This is an optimization exercise on Yosys and OpenROAD, whose aim is small area, a short achievable clock period and few clock cycles per item, not a production implementation. RTL that was checked went through simulation tests only; none was proved equivalent to the original.

==> inputs of 11-10 <==
==> flow/design.v (excerpt) <==
module add_seq_ctrl
#(
    parameter int unsigned N     = add_seq_pkg::ADDSEQ_N,
    parameter int unsigned WORDS = add_seq_pkg::ADDSEQ_WORDS
) (
    input  logic             clk,
    input  logic             rst,
    input  logic             in_valid,
    output logic             in_ready,
    input  logic [N*WORDS-1:0] a,
    input  logic [N*WORDS-1:0] b,
    input  logic             cin,
    input  logic             sub,
    output logic             out_valid,
    input  logic             out_ready,
    output logic [N*WORDS-1:0] sum,
    output logic             cout
);
Settings: LEC_CHECK=0, CAP_MARGIN=20, CORE_MARGIN=2, CORE_UTILIZATION=40, SLEW_MARGIN=20; clock period 28.0 ns.
standard.sh (not shown) runs the stock make flow with config.mk's settings and CLKGATE_MAP_FILE= SYNTH_SCRIPT=/design/flow/synth_recipe.tcl, a recipe that flattens the netlist after the stock synthesis.
==> flow/flow/run.sh <==
#!/bin/bash
# The standard layout (standard.sh) with changes to how it is made; the
# constraints (constraint.sdc) are the standard flow's, unchanged. ORFS keeps each tool's
# log in orfs/logs; this script's own output goes to standard.log.
MARGIN=19.3
bash standard.sh finish \
  "BUFFER_PORTS_ARGS=-buffer_cell sky130_fd_sc_hd__buf_1" \
  SETUP_SLACK_MARGIN=$MARGIN \
  PRE_RESIZE_TCL=$PWD/flow/pre_resize.tcl  "ABC_AREA=1" "DONT_USE_CELLS= sky130_fd_sc_hd__probe_p_8 sky130_fd_sc_hd__probec_p_8 sky130_fd_sc_hd__lpflow_bleeder_1 sky130_fd_sc_hd__lpflow_clkbufkapwr_1 sky130_fd_sc_hd__lpflow_clkbufkapwr_16 sky130_fd_sc_hd__lpflow_clkbufkapwr_2 sky130_fd_sc_hd__lpflow_clkbufkapwr_4 sky130_fd_sc_hd__lpflow_clkbufkapwr_8 sky130_fd_sc_hd__lpflow_clkinvkapwr_1 sky130_fd_sc_hd__lpflow_clkinvkapwr_16 sky130_fd_sc_hd__lpflow_clkinvkapwr_2 sky130_fd_sc_hd__lpflow_clkinvkapwr_4 sky130_fd_sc_hd__lpflow_clkinvkapwr_8 sky130_fd_sc_hd__lpflow_decapkapwr_12 sky130_fd_sc_hd__lpflow_decapkapwr_3 sky130_fd_sc_hd__lpflow_decapkapwr_4 sky130_fd_sc_hd__lpflow_decapkapwr_6 sky130_fd_sc_hd__lpflow_decapkapwr_8 sky130_fd_sc_hd__lpflow_inputiso0n_1 sky130_fd_sc_hd__lpflow_inputiso0p_1 sky130_fd_sc_hd__lpflow_inputiso1n_1 sky130_fd_sc_hd__lpflow_inputiso1p_1 sky130_fd_sc_hd__lpflow_inputisolatch_1 sky130_fd_sc_hd__lpflow_isobufsrc_1 sky130_fd_sc_hd__lpflow_isobufsrc_16 sky130_fd_sc_hd__lpflow_isobufsrc_2 sky130_fd_sc_hd__lpflow_isobufsrc_4 sky130_fd_sc_hd__lpflow_isobufsrc_8 sky130_fd_sc_hd__lpflow_isobufsrckapwr_16 sky130_fd_sc_hd__lpflow_lsbuf_lh_hl_isowell_tap_1 sky130_fd_sc_hd__lpflow_lsbuf_lh_hl_isowell_tap_2 sky130_fd_sc_hd__lpflow_lsbuf_lh_hl_isowell_tap_4 sky130_fd_sc_hd__lpflow_lsbuf_lh_isowell_4 sky130_fd_sc_hd__lpflow_lsbuf_lh_isowell_tap_1 sky130_fd_sc_hd__lpflow_lsbuf_lh_isowell_tap_2 sky130_fd_sc_hd__lpflow_lsbuf_lh_isowell_tap_4  sky130_fd_sc_hd__fa_1 sky130_fd_sc_hd__fa_2 sky130_fd_sc_hd__fa_4" "CORE_UTILIZATION=60" "CTS_CLUSTER_SIZE=24" "CTS_CLUSTER_DIAMETER=90" > standard.log 2>&1
==> flow/flow/pre_resize.tcl <==
# Sourced by ORFS after global placement, before repair_design (PRE_RESIZE_TCL).
source [file join [file dirname [info script]] fanout_tree.tcl]
build_port_tree sub sky130_fd_sc_hd__buf_4 16
Other scripts of this flow, unchanged in this note and not shown: flow/flow/fanout_tree.tcl
==> inputs of 07-28, as changes to 11-10 <==
--- a/flow/design.v
+++ b/flow/design.v
@@ -2,24 +2,23 @@
     localparam int unsigned ADDSEQ_N     = 64;
     localparam int unsigned ADDSEQ_WORDS = 4;
 endpackage
 module cla #(
     parameter int unsigned N = 256
 ) (
     input  logic [N-1:0] A,
     input  logic [N-1:0] B,
-    input  logic         Sub,
     input  logic         Cin,
     output logic [N-1:0] Sum,
     output logic         Cout
 );
     logic [N-1:0] g, p;
-    assign p = A ^ B ^ {N{Sub}};
-    assign g = A & ~p;
+    assign g = A & B;
+    assign p = A ^ B;
     logic LG0_0, LP0_0;
     assign LG0_0 = g[0];
     assign LP0_0 = p[0];
     logic LG0_1, LP0_1;
     assign LG0_1 = g[1] | (p[1] & LG0_0);
     assign LP0_1 = p[1] & LP0_0;
     logic LG0_2, LP0_2;
     assign LG0_2 = g[2] | (p[2] & LG0_1);
@@ -1506,26 +1505,25 @@
     input  logic             cin,
     input  logic             sub,
     output logic             out_valid,
     input  logic             out_ready,
     output logic [N*WORDS-1:0] sum,
     output logic             cout
 );
     localparam int unsigned W = N * WORDS;
-    logic         sub_eff;
+    logic [W-1:0] b_eff;
     logic         c_eff;
     logic [W-1:0] add_sum;
     logic         add_cout;
-    assign sub_eff = sub;
-    assign c_eff   = sub | cin;
+    assign b_eff = sub ? ~b : b;
+    assign c_eff = sub | cin;
     cla #(.N(W)) u_cla (
         .A    (a),
-        .B    (b),
-        .Sub  (sub_eff),
+        .B    (b_eff),
         .Cin  (c_eff),
         .Sum  (add_sum),
         .Cout (add_cout)
     );
     logic         out_valid_q;    
     logic         skid_valid_q;   
     logic         in_ready_q;     
     logic [W:0]   res_q;          
==> flow/flow/run.sh (replaced) <==
#!/bin/bash
# Layout flow: the standard ORFS flow (standard.sh, which runs the standard
# synthesis), with these changes to how the layout is made. The constraints
# (constraint.sdc: clock period, I/O delays, loads) are the standard flow's, unchanged.
#  - ABC_AREA=1 and the full-adder cells left out of synthesis (DONT_USE_CELLS
#    is the platform's list plus fa_1/2/4): the slow fa cells no longer sit on
#    the carry paths; registers are unaffected.
#  - Ports are buffered with buf_1 rather than the delay buffer buffer_ports
#    picks by default (every port still gets its own buffer).
#  - After global placement, the wide sub net gets a two-level buffer tree
#    placed near its loads (flow/pre_resize.tcl, flow/fanout_tree.tcl).
#  - Timing repair aims for SETUP_SLACK_MARGIN ns of extra setup slack.
#  - 60% core utilisation; CTS clusters of up to 24 sinks within 90 um.
# ORFS keeps each tool's full log in orfs/logs/; this script's output goes to
# standard.log.
MARGIN=19.5
bash standard.sh finish \
  "BUFFER_PORTS_ARGS=-buffer_cell sky130_fd_sc_hd__buf_1" \
  SETUP_SLACK_MARGIN=$MARGIN \
  PRE_RESIZE_TCL=$PWD/flow/pre_resize.tcl \
  ABC_AREA=1 \
  "DONT_USE_CELLS= sky130_fd_sc_hd__probe_p_8 sky130_fd_sc_hd__probec_p_8 sky130_fd_sc_hd__lpflow_bleeder_1 sky130_fd_sc_hd__lpflow_clkbufkapwr_1 sky130_fd_sc_hd__lpflow_clkbufkapwr_16 sky130_fd_sc_hd__lpflow_clkbufkapwr_2 sky130_fd_sc_hd__lpflow_clkbufkapwr_4 sky130_fd_sc_hd__lpflow_clkbufkapwr_8 sky130_fd_sc_hd__lpflow_clkinvkapwr_1 sky130_fd_sc_hd__lpflow_clkinvkapwr_16 sky130_fd_sc_hd__lpflow_clkinvkapwr_2 sky130_fd_sc_hd__lpflow_clkinvkapwr_4 sky130_fd_sc_hd__lpflow_clkinvkapwr_8 sky130_fd_sc_hd__lpflow_decapkapwr_12 sky130_fd_sc_hd__lpflow_decapkapwr_3 sky130_fd_sc_hd__lpflow_decapkapwr_4 sky130_fd_sc_hd__lpflow_decapkapwr_6 sky130_fd_sc_hd__lpflow_decapkapwr_8 sky130_fd_sc_hd__lpflow_inputiso0n_1 sky130_fd_sc_hd__lpflow_inputiso0p_1 sky130_fd_sc_hd__lpflow_inputiso1n_1 sky130_fd_sc_hd__lpflow_inputiso1p_1 sky130_fd_sc_hd__lpflow_inputisolatch_1 sky130_fd_sc_hd__lpflow_isobufsrc_1 sky130_fd_sc_hd__lpflow_isobufsrc_16 sky130_fd_sc_hd__lpflow_isobufsrc_2 sky130_fd_sc_hd__lpflow_isobufsrc_4 sky130_fd_sc_hd__lpflow_isobufsrc_8 sky130_fd_sc_hd__lpflow_isobufsrckapwr_16 sky130_fd_sc_hd__lpflow_lsbuf_lh_hl_isowell_tap_1 sky130_fd_sc_hd__lpflow_lsbuf_lh_hl_isowell_tap_2 sky130_fd_sc_hd__lpflow_lsbuf_lh_hl_isowell_tap_4 sky130_fd_sc_hd__lpflow_lsbuf_lh_isowell_4 sky130_fd_sc_hd__lpflow_lsbuf_lh_isowell_tap_1 sky130_fd_sc_hd__lpflow_lsbuf_lh_isowell_tap_2 sky130_fd_sc_hd__lpflow_lsbuf_lh_isowell_tap_4  sky130_fd_sc_hd__fa_1 sky130_fd_sc_hd__fa_2 sky130_fd_sc_hd__fa_4" \
  CORE_UTILIZATION=60 CTS_CLUSTER_SIZE=24 CTS_CLUSTER_DIAMETER=90 \
  > standard.log 2>&1
==> flow/flow/pre_resize.tcl (replaced) <==
# Sourced by ORFS after global placement, before repair_design (PRE_RESIZE_TCL).
# The sub input fans out to every bit of the adder; give it a two-level buffer
# tree whose leaf buffers sit next to the loads they drive.
source [file join [file dirname [info script]] fanout_tree.tcl]
build_port_tree sub sky130_fd_sc_hd__buf_4 16
==> inputs of 03-11, as changes to 11-10 <==
--- a/flow/design.v
+++ b/flow/design.v
@@ -2,24 +2,23 @@
     localparam int unsigned ADDSEQ_N     = 64;
     localparam int unsigned ADDSEQ_WORDS = 4;
 endpackage
 module cla #(
     parameter int unsigned N = 256
 ) (
     input  logic [N-1:0] A,
     input  logic [N-1:0] B,
-    input  logic         Sub,
     input  logic         Cin,
     output logic [N-1:0] Sum,
     output logic         Cout
 );
     logic [N-1:0] g, p;
-    assign p = A ^ B ^ {N{Sub}};
-    assign g = A & ~p;
+    assign g = A & B;
+    assign p = A ^ B;
     logic LG0_0, LP0_0;
     assign LG0_0 = g[0];
     assign LP0_0 = p[0];
     logic LG0_1, LP0_1;
     assign LG0_1 = g[1] | (p[1] & LG0_0);
     assign LP0_1 = p[1] & LP0_0;
     logic LG0_2, LP0_2;
     assign LG0_2 = g[2] | (p[2] & LG0_1);
@@ -1506,26 +1505,25 @@
     input  logic             cin,
     input  logic             sub,
     output logic             out_valid,
     input  logic             out_ready,
     output logic [N*WORDS-1:0] sum,
     output logic             cout
 );
     localparam int unsigned W = N * WORDS;
-    logic         sub_eff;
+    logic [W-1:0] b_eff;
     logic         c_eff;
     logic [W-1:0] add_sum;
     logic         add_cout;
-    assign sub_eff = sub;
-    assign c_eff   = sub | cin;
+    assign b_eff = sub ? ~b : b;
+    assign c_eff = sub | cin;
     cla #(.N(W)) u_cla (
         .A    (a),
-        .B    (b),
-        .Sub  (sub_eff),
+        .B    (b_eff),
         .Cin  (c_eff),
         .Sum  (add_sum),
         .Cout (add_cout)
     );
     logic         out_valid_q;    
     logic         skid_valid_q;   
     logic         in_ready_q;     
     logic [W:0]   res_q;          
==> flow/flow/run.sh (replaced) <==
#!/bin/bash
# The standard layout (standard.sh) with changes to how it is made; the
# constraints (constraint.sdc) are the standard flow's, unchanged. ORFS keeps each tool's
# log in orfs/logs; this script's own output goes to standard.log.
MARGIN=19.3
bash standard.sh finish \
  "BUFFER_PORTS_ARGS=-buffer_cell sky130_fd_sc_hd__buf_1" \
  SETUP_SLACK_MARGIN=$MARGIN \
  PRE_RESIZE_TCL=$PWD/flow/pre_resize.tcl  "ABC_AREA=1" "DONT_USE_CELLS= sky130_fd_sc_hd__probe_p_8 sky130_fd_sc_hd__probec_p_8 sky130_fd_sc_hd__lpflow_bleeder_1 sky130_fd_sc_hd__lpflow_clkbufkapwr_1 sky130_fd_sc_hd__lpflow_clkbufkapwr_16 sky130_fd_sc_hd__lpflow_clkbufkapwr_2 sky130_fd_sc_hd__lpflow_clkbufkapwr_4 sky130_fd_sc_hd__lpflow_clkbufkapwr_8 sky130_fd_sc_hd__lpflow_clkinvkapwr_1 sky130_fd_sc_hd__lpflow_clkinvkapwr_16 sky130_fd_sc_hd__lpflow_clkinvkapwr_2 sky130_fd_sc_hd__lpflow_clkinvkapwr_4 sky130_fd_sc_hd__lpflow_clkinvkapwr_8 sky130_fd_sc_hd__lpflow_decapkapwr_12 sky130_fd_sc_hd__lpflow_decapkapwr_3 sky130_fd_sc_hd__lpflow_decapkapwr_4 sky130_fd_sc_hd__lpflow_decapkapwr_6 sky130_fd_sc_hd__lpflow_decapkapwr_8 sky130_fd_sc_hd__lpflow_inputiso0n_1 sky130_fd_sc_hd__lpflow_inputiso0p_1 sky130_fd_sc_hd__lpflow_inputiso1n_1 sky130_fd_sc_hd__lpflow_inputiso1p_1 sky130_fd_sc_hd__lpflow_inputisolatch_1 sky130_fd_sc_hd__lpflow_isobufsrc_1 sky130_fd_sc_hd__lpflow_isobufsrc_16 sky130_fd_sc_hd__lpflow_isobufsrc_2 sky130_fd_sc_hd__lpflow_isobufsrc_4 sky130_fd_sc_hd__lpflow_isobufsrc_8 sky130_fd_sc_hd__lpflow_isobufsrckapwr_16 sky130_fd_sc_hd__lpflow_lsbuf_lh_hl_isowell_tap_1 sky130_fd_sc_hd__lpflow_lsbuf_lh_hl_isowell_tap_2 sky130_fd_sc_hd__lpflow_lsbuf_lh_hl_isowell_tap_4 sky130_fd_sc_hd__lpflow_lsbuf_lh_isowell_4 sky130_fd_sc_hd__lpflow_lsbuf_lh_isowell_tap_1 sky130_fd_sc_hd__lpflow_lsbuf_lh_isowell_tap_2 sky130_fd_sc_hd__lpflow_lsbuf_lh_isowell_tap_4  sky130_fd_sc_hd__fa_1 sky130_fd_sc_hd__fa_2 sky130_fd_sc_hd__fa_4" "CTS_CLUSTER_SIZE=24" "CTS_CLUSTER_DIAMETER=90" "CORE_UTILIZATION=60" > standard.log 2>&1
==> results.json <==
{
  "outcome": "timing/DRC/antenna clean",
  "drt-pass1-iter-count": 8,
  "fin_util_pct": 69.7,
  "power.switching_mw": 0.867,
  "dp_hpwl_mm": 76.1,
  "p_seq_share_pct": 46.4,
  "dieArea_sq_um": 53800,
  "grt_max_degree": 181,
  "worstPathCellList": "clkbuf_16, buf_8, xnor2_2, or2_2, nand2_1, nor4_1, nand2_1, nand2_2, nand2_1, nand2_2, nand2_1, nand2_2, nand2_1, nand2_4, nand2_4, nand2_8, buf_4, nand2_2, nand2_2, nand2_1, nand2_1, a21oi_1, o21ai_0, nand2_1",
  "layout_common_cells": "nand2_1 (1525), buf_1 (775), inv_1 (485)",
  "fp.dieW_microns": 232,
  "n_clock_buffer": 38,
  "p_int_mw": 1.52,
  "rr_startpoint": "skid_valid_q",
  "drive_gt1_share_pct": 6.87
}
The numbers above come from 11-10.

==> results.json <==
{
  "outcome": "timing/DRC/antenna clean",
  "power.switching_mw": 0.846,
  "dp_hpwl_mm": 72.2,
  "grt_max_degree": 180,
  "hold_viol": 0,
  "dieArea_sq_um": 51000,
  "fp.dieW_microns": 226,
  "layout_common_cells": "nand2_1 (991), buf_1 (775), xor2_1 (320)",
  "fin_util_pct": 72.3,
  "drt-pass1-iter-count": 6,
  "p_int_mw": 1.54,
  "drive_gt1_share_pct": 6.91,
  "p_seq_share_pct": 47.7,
  "rr_startpoint": "skid_valid_q"
}
The numbers above come from 07-28.

==> results.json <==
{
  "n_clock_buffer": 40,
  "fp.dieW_microns": 226,
  "layout_common_cells": "nand2_1 (1028), buf_1 (775), xor2_1 (322)",
  "dp_hpwl_mm": 71.2,
  "p_seq_share_pct": 47.8,
  "worstPathCellList": "clkbuf_16, buf_12, xor2_1, ha_1, a21oi_2, nor2_1, o21ai_0, nand3b_1, nor2_2, nand2_1, a21oi_2, nand2_4, nand2_4, nand2_8, buf_4, nand2_2, nand2_2, nand2_1, nand2_2, ha_2, nor2_1, xor2_1, o21ai_1",
  "outcome": "timing/DRC/antenna clean",
  "grt_max_degree": 197,
  "drive_gt1_share_pct": 3.59,
  "power.switching_mw": 0.844,
  "drt-pass1-iter-count": 9
}
The numbers above come from 03-11.

Testbench counts of 07-28, summed over its fixed seeds: cycles 1,288, items 1,280.
Testbench counts of 03-11, summed over its fixed seeds: cycles 1,288, items 1,280.
Function not checked in 11-10: the RTL went through the layout flow alone.

[static timing again, ports no longer ideal]
No port has a modelled driver above. Below, the same layouts with a new extraction and two added sets of constraints.
Step 1: set_driving_cell puts a clkbuf_16 on clk and a buf_2 on each other input, an assumption about the parent block.
Step 2 times the ports against the registers' clock, not the clock port: input delays grow and output delays shrink by t, the midpoint of the rising clock arrivals with the driver on.
Three values: ideal, step 1, step 2; two values: the first two.
run	t, ns	setup WS [ns]	worst setup path at the end	worst slew at a driven data input, ns	pins driven straight from the clock port
11-10	0.672	19.625 / 19.459 / 18.787	input to register	0.22	1
07-28	0.649	19.644 / 19.438 / 18.790	input to register	0.27	1
03-11	0.669	19.472 / 19.388 / 18.718	input to register	0.18	1
After both steps every run listed still meets setup and hold. The setup slack of 07-28, which loses most, moves by -0.206 ns with the drivers and by -0.854 ns with both steps.
